What follows belongs to an exercise in optimizing a design on an open flow for small area; a production flow would make more cautious choices.
The RTL was checked by simulation tests, not by an equivalence proof against the original design.

==> flow/design.v (excerpt) <==
module mem_app_bridge #(
    parameter int mem_width      = 32,
    parameter int app_data_width = 128,
    parameter int app_addr_width = 28,
    parameter int M_rd           = 4
) (
    input  logic                        clk_mem,
    input  logic                        reset,
    input  logic                        mem_cmd_valid,
    output logic                        mem_cmd_ready,
    input  logic [64:0]                 mem_cmd_data,
    input  logic                        mem_write_valid,
    output logic                        mem_write_ready,
    input  logic [mem_width-1:0]        mem_write_data,
    output logic                        mem_read_valid,
    input  logic                        mem_read_ready,
    output logic [mem_width-1:0]        mem_read_data,
    input  logic                        init_calib_complete,
    output logic                        app_en,
    input  logic                        app_rdy,
    output logic [2:0]                  app_cmd,
    output logic [app_addr_width-1:0]   app_addr,
    output logic [app_data_width-1:0]   app_wdf_data,
    output logic [app_data_width/8-1:0] app_wdf_mask,
    output logic                        app_wdf_wren,
    output logic                        app_wdf_end,
    input  logic                        app_wdf_rdy,
    input  logic [app_data_width-1:0]   app_rd_data,
    input  logic                        app_rd_data_valid,
    output logic                        busy
);
Size: about 2,100 flip-flops, ~450 I/O pins, roughly 82,000 sq um of cells after synthesis.
==> module fifo_sync, before the edit <==
module fifo_sync (
    input  logic         clk,
    input  logic         wr_en,
    input  logic [3:0]   wr_row,
    input  logic [127:0] din,
    input  logic         wsel,
    input  logic [3:0]   wload,
    input  logic [31:0]  wdin,
    input  logic [15:0]  rd_row,    
    input  logic [3:0]   rd_lane,   
    output logic [31:0]  dout,
    output logic [127:0] row0
);
    logic [127:0] mem [0:15];
    always_ff @(posedge clk) begin
        for (int k = 0; k < 4; k++)
            if ((wr_en && wr_row == 4'd0) || wload[k])
                mem[0][32*k +: 32] <= wsel ? wdin : din[32*k +: 32];
        for (int r = 1; r < 16; r++)
            if (wr_en && wr_row == 4'(r)) mem[r] <= din;
    end
    assign row0 = mem[0];
    always_comb begin
        dout = '0;
        for (int r = 0; r < 16; r++)
            for (int k = 0; k < 4; k++)
                dout = dout | ({32{rd_row[r] & rd_lane[k]}} & mem[r][32*k +: 32]);
    end
endmodule
==> module mem_app_bridge, before the edit <==
module mem_app_bridge #(
    parameter int mem_width      = 32,
    parameter int app_data_width = 128,
    parameter int app_addr_width = 28,
    parameter int M_rd           = 4
) (
    input  logic                        clk_mem,
    input  logic                        reset,
    input  logic                        mem_cmd_valid,
    output logic                        mem_cmd_ready,
    input  logic [64:0]                 mem_cmd_data,
    input  logic                        mem_write_valid,
    output logic                        mem_write_ready,
    input  logic [mem_width-1:0]        mem_write_data,
    output logic                        mem_read_valid,
    input  logic                        mem_read_ready,
    output logic [mem_width-1:0]        mem_read_data,
    input  logic                        init_calib_complete,
    output logic                        app_en,
    input  logic                        app_rdy,
    output logic [2:0]                  app_cmd,
    output logic [app_addr_width-1:0]   app_addr,
    output logic [app_data_width-1:0]   app_wdf_data,
    output logic [app_data_width/8-1:0] app_wdf_mask,
    output logic                        app_wdf_wren,
    output logic                        app_wdf_end,
    input  logic                        app_wdf_rdy,
    input  logic [app_data_width-1:0]   app_rd_data,
    input  logic                        app_rd_data_valid,
    output logic                        busy
);
    logic [1:0]  state;
    logic        s_idle, s_wc, s_wi, s_rd;
    logic [31:0] left;        
    logic [1:0]  lane;        
    logic [127:0] wbeat;      
    logic [3:0]  wload;
    logic [3:0]  wmask;       
    logic        armed;       
    logic [27:4] addr_q;
    logic        rnw_q;
    logic        en_q, wren_q;
    logic [4:0]  wp, rp;      
    logic [4:0]  occ;         
    logic        cmd_fire, wr_fire, rd_fire, step;
    logic        last_word, lane3, wr_last, beat_done;
    logic        buf_empty, rd_valid, rd_pop, more, rd_issue, addr_inc;
    logic [3:0]  lane_oh;
    logic [15:0] row_oh;
    assign s_idle = (state == mem_app_bridge_pkg::IDLE);
    assign s_wc   = (state == mem_app_bridge_pkg::WR_COLLECT);
    assign s_wi   = (state == mem_app_bridge_pkg::WR_ISSUE);
    assign s_rd   = (state == mem_app_bridge_pkg::RD_ACTIVE);
    assign mem_cmd_ready = reset && s_idle && init_calib_complete;
    assign cmd_fire      = mem_cmd_ready && mem_cmd_valid;
    assign last_word = (left == 32'd1);
    assign lane3     = (lane == 2'd3);
    assign mem_write_ready = s_wc;
    assign wr_fire   = s_wc && mem_write_valid;
    assign wr_last   = wr_fire && (lane3 || last_word);
    assign beat_done = s_wi && (!en_q || app_rdy) && (!wren_q || app_wdf_rdy);
    assign buf_empty = (wp == rp);
    assign rd_valid  = s_rd && !buf_empty;
    assign rd_fire   = rd_valid && mem_read_ready;
    assign rd_pop    = rd_fire && (lane3 || last_word);
    assign step      = wr_fire || rd_fire;
    assign more     = (|left[31:6]) ||
                      ((7'(left[5:0]) + 7'(lane)) > {1'b0, occ[3:0], 2'b00});
    assign rd_issue = s_rd && more && !occ[4] && (!en_q || app_rdy);
    assign addr_inc = (s_rd && en_q && app_rdy) || beat_done;
    always_comb begin
        for (int k = 0; k < 4; k++) wload[k] = wr_fire && (lane == 2'(k));
        for (int k = 0; k < 4; k++) lane_oh[k] = rd_valid && (lane == 2'(k));
        for (int r = 0; r < 16; r++) row_oh[r] = (rp[3:0] == 4'(r));
    end
    fifo_sync u_rd_buf (
        .clk     (clk_mem),
        .wr_en   (app_rd_data_valid),
        .wr_row  (wp[3:0]),
        .din     (app_rd_data),
        .rd_row  (row_oh),
        .wsel    (s_wc),
        .wload   (wload),
        .wdin    (mem_write_data),
        .rd_lane (lane_oh),
        .dout    (mem_read_data),
        .row0    (wbeat)
    );
    assign mem_read_valid = rd_valid;
    assign app_en       = en_q;
    assign app_cmd      = {2'b00, rnw_q};
    assign app_addr     = {addr_q, 4'b0000};
    assign app_wdf_wren = wren_q;
    assign app_wdf_end  = wren_q;
    assign busy         = !s_idle;
    always_comb begin
        for (int k = 0; k < 4; k++) begin
            app_wdf_data[32*k +: 32] = (armed && !wmask[k]) ? wbeat[32*k +: 32] : 32'd0;
            app_wdf_mask[4*k +: 4]   = {4{wmask[k]}};
        end
    end
    always_ff @(posedge clk_mem or negedge reset) begin
        if (!reset) begin
            state <= mem_app_bridge_pkg::IDLE;
        end else begin
            unique case (state)
                mem_app_bridge_pkg::IDLE:
                    if (cmd_fire && mem_cmd_data[31:0] != 32'd0)
                        state <= mem_cmd_data[64] ? mem_app_bridge_pkg::RD_ACTIVE
                                                  : mem_app_bridge_pkg::WR_COLLECT;
                mem_app_bridge_pkg::WR_COLLECT:
                    if (wr_last) state <= mem_app_bridge_pkg::WR_ISSUE;
                mem_app_bridge_pkg::WR_ISSUE:
                    if (beat_done)
                        state <= (left == 32'd0) ? mem_app_bridge_pkg::IDLE
                                                 : mem_app_bridge_pkg::WR_COLLECT;
                default:
                    if (rd_fire && last_word) state <= mem_app_bridge_pkg::IDLE;
            endcase
        end
    end
    always_ff @(posedge clk_mem) begin
        if (cmd_fire) begin
            left <= mem_cmd_data[31:0];
            lane <= mem_cmd_data[33:32];
        end else if (step) begin
            left <= left - 32'd1;
            lane <= lane + 2'd1;
        end
    end
    always_ff @(posedge clk_mem or negedge reset) begin
        if (!reset) begin
            wmask  <= '0;
            armed  <= 1'b0;
            addr_q <= '0;
            rnw_q  <= 1'b0;
            en_q   <= 1'b0;
            wren_q <= 1'b0;
            wp     <= '0;
            rp     <= '0;
            occ    <= '0;
        end else begin
            if (cmd_fire) begin
                armed  <= 1'b1;
                rnw_q  <= mem_cmd_data[64];
                addr_q <= mem_cmd_data[57:34];
            end else if (addr_inc) begin
                addr_q <= addr_q + 24'd1;
            end
            if (cmd_fire || beat_done) wmask <= 4'hF;
            else if (wr_fire) wmask[lane] <= 1'b0;
            en_q   <= wr_last || rd_issue || (en_q && !app_rdy);
            wren_q <= wr_last || (wren_q && !app_wdf_rdy);
            if (app_rd_data_valid) wp <= wp + 5'd1;
            if (rd_pop) rp <= rp + 5'd1;
            occ <= occ + 5'(rd_issue) - 5'(rd_pop);
        end
    end
endmodule
Settings: LEC_CHECK=0, CAP_MARGIN=20, CORE_MARGIN=2, CORE_UTILIZATION=40, SLEW_MARGIN=20; clock period 7.0 ns.
run.sh (not shown) runs the stock make flow with config.mk's settings and CLKGATE_MAP_FILE= SYNTH_SCRIPT=/design/flow/synth_recipe.tcl, a recipe that flattens the netlist after the stock synthesis.
The baseline completed, yet does not pass: setup timing.
Change:
--- a/flow/design.v
+++ b/flow/design.v
@@ -9,27 +9,18 @@
 module fifo_sync (
     input  logic         clk,
     input  logic         wr_en,
     input  logic [3:0]   wr_row,
     input  logic [127:0] din,
-    input  logic         wsel,
-    input  logic [3:0]   wload,
-    input  logic [31:0]  wdin,
     input  logic [15:0]  rd_row,    
     input  logic [3:0]   rd_lane,   
-    output logic [31:0]  dout,
-    output logic [127:0] row0
+    output logic [31:0]  dout
 );
     logic [127:0] mem [0:15];
     always_ff @(posedge clk) begin
-        for (int k = 0; k < 4; k++)
-            if ((wr_en && wr_row == 4'd0) || wload[k])
-                mem[0][32*k +: 32] <= wsel ? wdin : din[32*k +: 32];
-        for (int r = 1; r < 16; r++)
-            if (wr_en && wr_row == 4'(r)) mem[r] <= din;
+        if (wr_en) mem[wr_row] <= din;
     end
-    assign row0 = mem[0];
     always_comb begin
         dout = '0;
         for (int r = 0; r < 16; r++)
             for (int k = 0; k < 4; k++)
                 dout = dout | ({32{rd_row[r] & rd_lane[k]}} & mem[r][32*k +: 32]);
@@ -68,12 +59,11 @@
 );
     logic [1:0]  state;
     logic        s_idle, s_wc, s_wi, s_rd;
     logic [31:0] left;        
     logic [1:0]  lane;        
-    logic [127:0] wbeat;      
-    logic [3:0]  wload;
+    logic [31:0] wword [0:3];
     logic [3:0]  wmask;       
     logic        armed;       
     logic [27:4] addr_q;
     logic        rnw_q;
     logic        en_q, wren_q;
@@ -104,37 +94,32 @@
     assign more     = (|left[31:6]) ||
                       ((7'(left[5:0]) + 7'(lane)) > {1'b0, occ[3:0], 2'b00});
     assign rd_issue = s_rd && more && !occ[4] && (!en_q || app_rdy);
     assign addr_inc = (s_rd && en_q && app_rdy) || beat_done;
     always_comb begin
-        for (int k = 0; k < 4; k++) wload[k] = wr_fire && (lane == 2'(k));
         for (int k = 0; k < 4; k++) lane_oh[k] = rd_valid && (lane == 2'(k));
         for (int r = 0; r < 16; r++) row_oh[r] = (rp[3:0] == 4'(r));
     end
     fifo_sync u_rd_buf (
         .clk     (clk_mem),
         .wr_en   (app_rd_data_valid),
         .wr_row  (wp[3:0]),
         .din     (app_rd_data),
         .rd_row  (row_oh),
-        .wsel    (s_wc),
-        .wload   (wload),
-        .wdin    (mem_write_data),
         .rd_lane (lane_oh),
-        .dout    (mem_read_data),
-        .row0    (wbeat)
+        .dout    (mem_read_data)
     );
     assign mem_read_valid = rd_valid;
     assign app_en       = en_q;
     assign app_cmd      = {2'b00, rnw_q};
     assign app_addr     = {addr_q, 4'b0000};
     assign app_wdf_wren = wren_q;
     assign app_wdf_end  = wren_q;
     assign busy         = !s_idle;
     always_comb begin
         for (int k = 0; k < 4; k++) begin
-            app_wdf_data[32*k +: 32] = (armed && !wmask[k]) ? wbeat[32*k +: 32] : 32'd0;
+            app_wdf_data[32*k +: 32] = (armed && !wmask[k]) ? wword[k] : 32'd0;
             app_wdf_mask[4*k +: 4]   = {4{wmask[k]}};
         end
     end
     always_ff @(posedge clk_mem or negedge reset) begin
         if (!reset) begin
@@ -162,10 +147,12 @@
             lane <= mem_cmd_data[33:32];
         end else if (step) begin
             left <= left - 32'd1;
             lane <= lane + 2'd1;
         end
+        for (int k = 0; k < 4; k++)
+            if (wr_fire && lane == 2'(k)) wword[k] <= mem_write_data;
     end
     always_ff @(posedge clk_mem or negedge reset) begin
         if (!reset) begin
             wmask  <= '0;
             armed  <= 1'b0;
The new run passed the timing, design-rule and antenna checks.
Synthesized cell count decreases by 2.2%.
Final area climbs by about 4%.
Non-clock buffer count decreases by 7.
Count of clock-buffer cells in the layout grows by 10.
Area after synthesis rises by 4.2%.

## static timing again, ports no longer ideal
The flow's constraints put no driver on any port. The routed layouts listed below were extracted and timed again, unchanged, in two steps. Step 1, drivers: a clkbuf_16 drives clk_mem and a buf_2 each remaining input, both assumed. Step 2 moves the port delays by t, midway between the first and last clock arrival at a register: inputs arrive t later, outputs are due t later. That takes back most of the time a late clock gives input paths. Slacks: ideal / step 1 / step 2; pairs: ideal / step 1.
run	t, ns	slack for setup (ns)	worst setup path at the end	pins driven straight from the clock port
the first run	0.961	-0.037 / -0.131 / 0.830	register to output	1
the second run	0.967	0.045 / -0.042 / 0.925	register to output	1
